Background: an optimization exercise with open tools, aiming at small area. Do not read the settings as production practice.
Only simulation tests tie the RTL to the original design; equivalence was not proved.
No activity file was given, so power comes from the tool's default toggle rates.

## branch_pred
module branch_pred (
  input  logic           clk_in,
  input  logic           rst_N_in,           
  output logic           l1i_req_valid,
  output logic [63:0]    l1i_req_addr,
  input  logic           l1i_req_ready,
  input  logic           l1i_valid,
  input  logic [511:0]   l1i_line,           
  input  logic           x_resolve_valid,
  input  logic [64:0]    x_resolve,          
  input  logic           x_redirect_valid,
  input  logic [82:0]    x_redirect,         
  output logic           window_valid,
  output logic [354:0]   window,             
  output logic [63:0]    pred_pc
);
  localparam logic [2:0] K_B     = 3'd1;
  localparam logic [2:0] K_BL    = 3'd2;
  localparam logic [2:0] K_RET   = 3'd3;
  localparam logic [2:0] K_BCOND = 3'd4;
  logic          line_valid;
  logic [63:2]   cur_pc;           
  logic [63:2]   next_pc;
  logic          dec_valid;
  logic [11:0]   dec_kind;
  logic [15:0]   dec_cond;
  logic [103:0]  dec_sum;
  logic [3:0]    dec_carry;
  logic [3:0]    slot_taken;
  logic [63:2]   ras_top;
  logic          ras_push;
  logic          ras_pop;
  logic [63:2]   push_addr;
  logic [3:0]    s;                
  logic [3:0]    alive;            
  logic [3:0]    term;             
  logic [3:0]    is_bl, is_ret;
  logic [63:2]   tgt [4];          
  logic [63:2]   seq_pc;
  logic [63:6]   line_up;          
  assign s = cur_pc[5:2];
  fetch_pc_stage u_fetch (
    .clk_in(clk_in), .rst_N_in(rst_N_in),
    .next_valid(dec_valid), .next_pc(next_pc),
    .redirect_valid(x_redirect_valid), .redirect(x_redirect),
    .l1i_req_ready(l1i_req_ready), .l1i_valid(l1i_valid),
  ...
Size: ~8,900 cells after synthesis.
Settings: LEC_CHECK=0, ABC_AREA=1, CAP_MARGIN=25, CELL_PAD_IN_SITES_DETAIL_PLACEMENT=1, CELL_PAD_IN_SITES_GLOBAL_PLACEMENT=2, CORE_MARGIN=2, CORE_UTILIZATION=35, PLACE_DENSITY=0.5, SETUP_SLACK_MARGIN=0.1, SLEW_MARGIN=35; clock period 12.0 ns.
standard.sh (not shown) runs the stock make flow with config.mk's settings and CLKGATE_MAP_FILE= SYNTH_SCRIPT=/design/flow/synth_recipe.tcl, a recipe that flattens the netlist after the stock synthesis.
==> flow/flow/run.sh <==
#!/bin/bash
# The standard layout (standard.sh) with these changes: ABC maps the logic
# with dc2 and the &nf mapper (flow/abc_area_nf.script); the ports are buffered
# with buf_1; the clock tree uses clkbuf_8 in clusters of at most 20 sinks and no dummy loads.  The
# synthesis script is the standard flow's own with the abc override inserted after its
# first line.
set -euo pipefail
here=$(pwd)
export MY_ABC_SCRIPT=$here/flow/abc_area_nf.script
{ head -n 1 synth_recipe.tcl; cat flow/abc_override.tcl; tail -n +2 synth_recipe.tcl; } > synth_nf.tcl
bash standard.sh SYNTH_SCRIPT=$here/synth_nf.tcl \
  "BUFFER_PORTS_ARGS=-buffer_cell sky130_fd_sc_hd__buf_1" \
  "CTS_ARGS=-sink_clustering_enable -repair_clock_nets -buf_list {sky130_fd_sc_hd__clkbuf_8} -dont_use_dummy_load -sink_clustering_size 20 -sink_clustering_max_diameter 45" \
  finish > $here/make_flow.log 2>&1
==> flow/flow/abc_area_nf.script <==
strash; dc2; &get -n; &st; &dch; &nf -R 1000; &put
==> flow/flow/abc_override.tcl <==
# ABC maps the logic with the script in MY_ABC_SCRIPT instead of the
# platform's; everything else in synthesis, flip-flop mapping included, stays.
proc abc {args} {
  set i [lsearch -exact $args -script]
  if { $i >= 0 && [info exists ::env(MY_ABC_SCRIPT)] } { lset args [expr {$i + 1}] $::env(MY_ABC_SCRIPT) }
  yosys abc {*}$args
}
Next try:
==> flow/flow/run.sh (replaced) <==
#!/bin/bash
# The standard layout (standard.sh) with these changes: ABC maps the logic
# with dc2 and the &nf mapper (flow/abc_area_nf.script); the ports are buffered
# with buf_1; the clock tree uses clkbuf_8 in clusters of at most 16 sinks and no dummy loads.  The
# synthesis script is the standard flow's own with the abc override inserted after its
# first line.
set -euo pipefail
here=$(pwd)
export MY_ABC_SCRIPT=$here/flow/abc_area_nf.script
{ head -n 1 synth_recipe.tcl; cat flow/abc_override.tcl; tail -n +2 synth_recipe.tcl; } > synth_nf.tcl
bash standard.sh SYNTH_SCRIPT=$here/synth_nf.tcl \
  "BUFFER_PORTS_ARGS=-buffer_cell sky130_fd_sc_hd__buf_1" \
  "CTS_ARGS=-sink_clustering_enable -repair_clock_nets -buf_list {sky130_fd_sc_hd__clkbuf_8} -dont_use_dummy_load -sink_clustering_size 16 -sink_clustering_max_diameter 60" \
  finish > $here/make_flow.log 2>&1
Settings changed: SETUP_SLACK_MARGIN 0.1 to 0.05.
Total power went down by about 4.3%.
Cell count went down by about 0.75%.
Design area went down by about 1.2%.
Setup slack degrades by 0.024 ns.
Sequential power hardly moves.
Routed wire length barely changes.
Next try:
Settings changed: CAP_MARGIN 25 to 30, SETUP_SLACK_MARGIN 0.05 to 0.1, SLEW_MARGIN 35 to 45.
=> Synthesized area stays the same; final area rose by 0.43%; wire length barely changes; core utilization rose by 0.17 points; critical path depth fell by 15; power is about the same; count of clock-buffer cells in the layout fell by 4; final cell count barely changes; non-clock buffer count rose by 28; clock skew fell by 0.029 ns.
Next try:
==> flow/flow/run.sh (replaced) <==
#!/bin/bash
# The standard layout (standard.sh) with these changes: ABC maps the logic
# with dc2 and the &nf mapper (flow/abc_area_nf.script); the ports are buffered
# with buf_1; the clock tree uses clkbuf_8 in clusters of at most 20 sinks and no dummy loads.  The
# synthesis script is the standard flow's own with the abc override inserted after its
# first line.
set -euo pipefail
here=$(pwd)
export MY_ABC_SCRIPT=$here/flow/abc_area_nf.script
{ head -n 1 synth_recipe.tcl; cat flow/abc_override.tcl; tail -n +2 synth_recipe.tcl; } > synth_nf.tcl
bash standard.sh SYNTH_SCRIPT=$here/synth_nf.tcl \
  "BUFFER_PORTS_ARGS=-buffer_cell sky130_fd_sc_hd__buf_1" \
  "CTS_ARGS=-sink_clustering_enable -repair_clock_nets -buf_list {sky130_fd_sc_hd__clkbuf_8} -dont_use_dummy_load -sink_clustering_size 20 -sink_clustering_max_diameter 45" \
  finish > $here/make_flow.log 2>&1
Settings changed: CAP_MARGIN 30 to 25, SETUP_SLACK_MARGIN 0.1 to 0.05, SLEW_MARGIN 45 to 35.
What happened: The changed run finished with timing, DRC and antenna clean. Count of clock-buffer cells in the layout grows by 118. Worst setup slack got worse by 0.0040 ns. Utilization is higher by 0.30 points. First-iteration DRC count rose by 1.6%. Via count goes up by 1.0%. Die area does not change. Synthesized cell count is unchanged. Cell area rose by 0.73%.
Next try:
==> flow/flow/run.sh (replaced) <==
#!/bin/bash
# The standard layout (standard.sh) with these changes: ABC maps the logic
# with dc2 and the &nf mapper (flow/abc_area_nf.script); the ports are buffered
# with buf_1; the clock tree uses clkbuf_8 in clusters of at most 16 sinks and no dummy loads.  The
# synthesis script is the standard flow's own with the abc override inserted after its
# first line.
set -euo pipefail
here=$(pwd)
export MY_ABC_SCRIPT=$here/flow/abc_area_nf.script
{ head -n 1 synth_recipe.tcl; cat flow/abc_override.tcl; tail -n +2 synth_recipe.tcl; } > synth_nf.tcl
bash standard.sh SYNTH_SCRIPT=$here/synth_nf.tcl \
  "BUFFER_PORTS_ARGS=-buffer_cell sky130_fd_sc_hd__buf_1" \
  "CTS_ARGS=-sink_clustering_enable -repair_clock_nets -buf_list {sky130_fd_sc_hd__clkbuf_8} -dont_use_dummy_load -sink_clustering_size 16 -sink_clustering_max_diameter 60" \
  finish > $here/make_flow.log 2>&1
Settings changed: SETUP_SLACK_MARGIN 0.05 to 0.1.
After rerunning: Wire length is about the same. Die area does not change. Setup slack improved by 0.022 ns. Synthesized cell count does not change. Total power came out lower by 4.3%. Combinational power barely changes. Hold slack loses 0.0043 ns. Count of clock-buffer cells in the layout goes down by 114. Sequential share of layout area goes up by 0.65 points. Non-clock buffer count rises by 1. Cell area drops by 1.1%.

port drivers added, routing unchanged:
The results above use ideal ports. As a check the final layouts listed here were re-extracted and re-timed, cells and wires unchanged.
Step 1 (the two cells are an assumption about what drives the block):
set clk [get_ports {clk_in}]
set_driving_cell -lib_cell sky130_fd_sc_hd__clkbuf_16 $clk
set_driving_cell -lib_cell sky130_fd_sc_hd__buf_2 [delete_from_list [all_inputs] $clk]
Step 2 adds t to the input delays and takes it off the output delays; t is the mean of the earliest and latest rising clock arrival at the registers after step 1. Input paths then give back, and output paths get back, about the clock's delay inside the block.
a / b / c = ideal ports / drivers / drivers and shift; a / b = the first two.
| run | t (ns) | setup slack, ns | clock arrival spread, ns | pins driven straight from the clock port |
|---|---|---|---|---|
| the first run | 1.156 | 0.248 / 0.149 / -0.790 | 0.172 / 0.171 | 1 |
| the second run | 1.121 | 0.223 / 0.147 / -0.824 | 0.177 / 0.177 | 1 |
| the third run | 1.136 | 0.256 / 0.155 / -0.722 | 0.147 / 0.148 | 1 |
| the fourth run | 1.158 | 0.252 / 0.152 / -0.819 | 0.165 / 0.164 | 1 |
| the fifth run | 1.142 | 0.274 / 0.157 / -0.774 | 0.176 / 0.176 | 1 |
With both steps, setup timing fails in every run listed, where it was met with ideal ports. The setup slack of the fourth run, which loses most, moves by -0.100 ns with the drivers and by -1.071 ns with both steps.
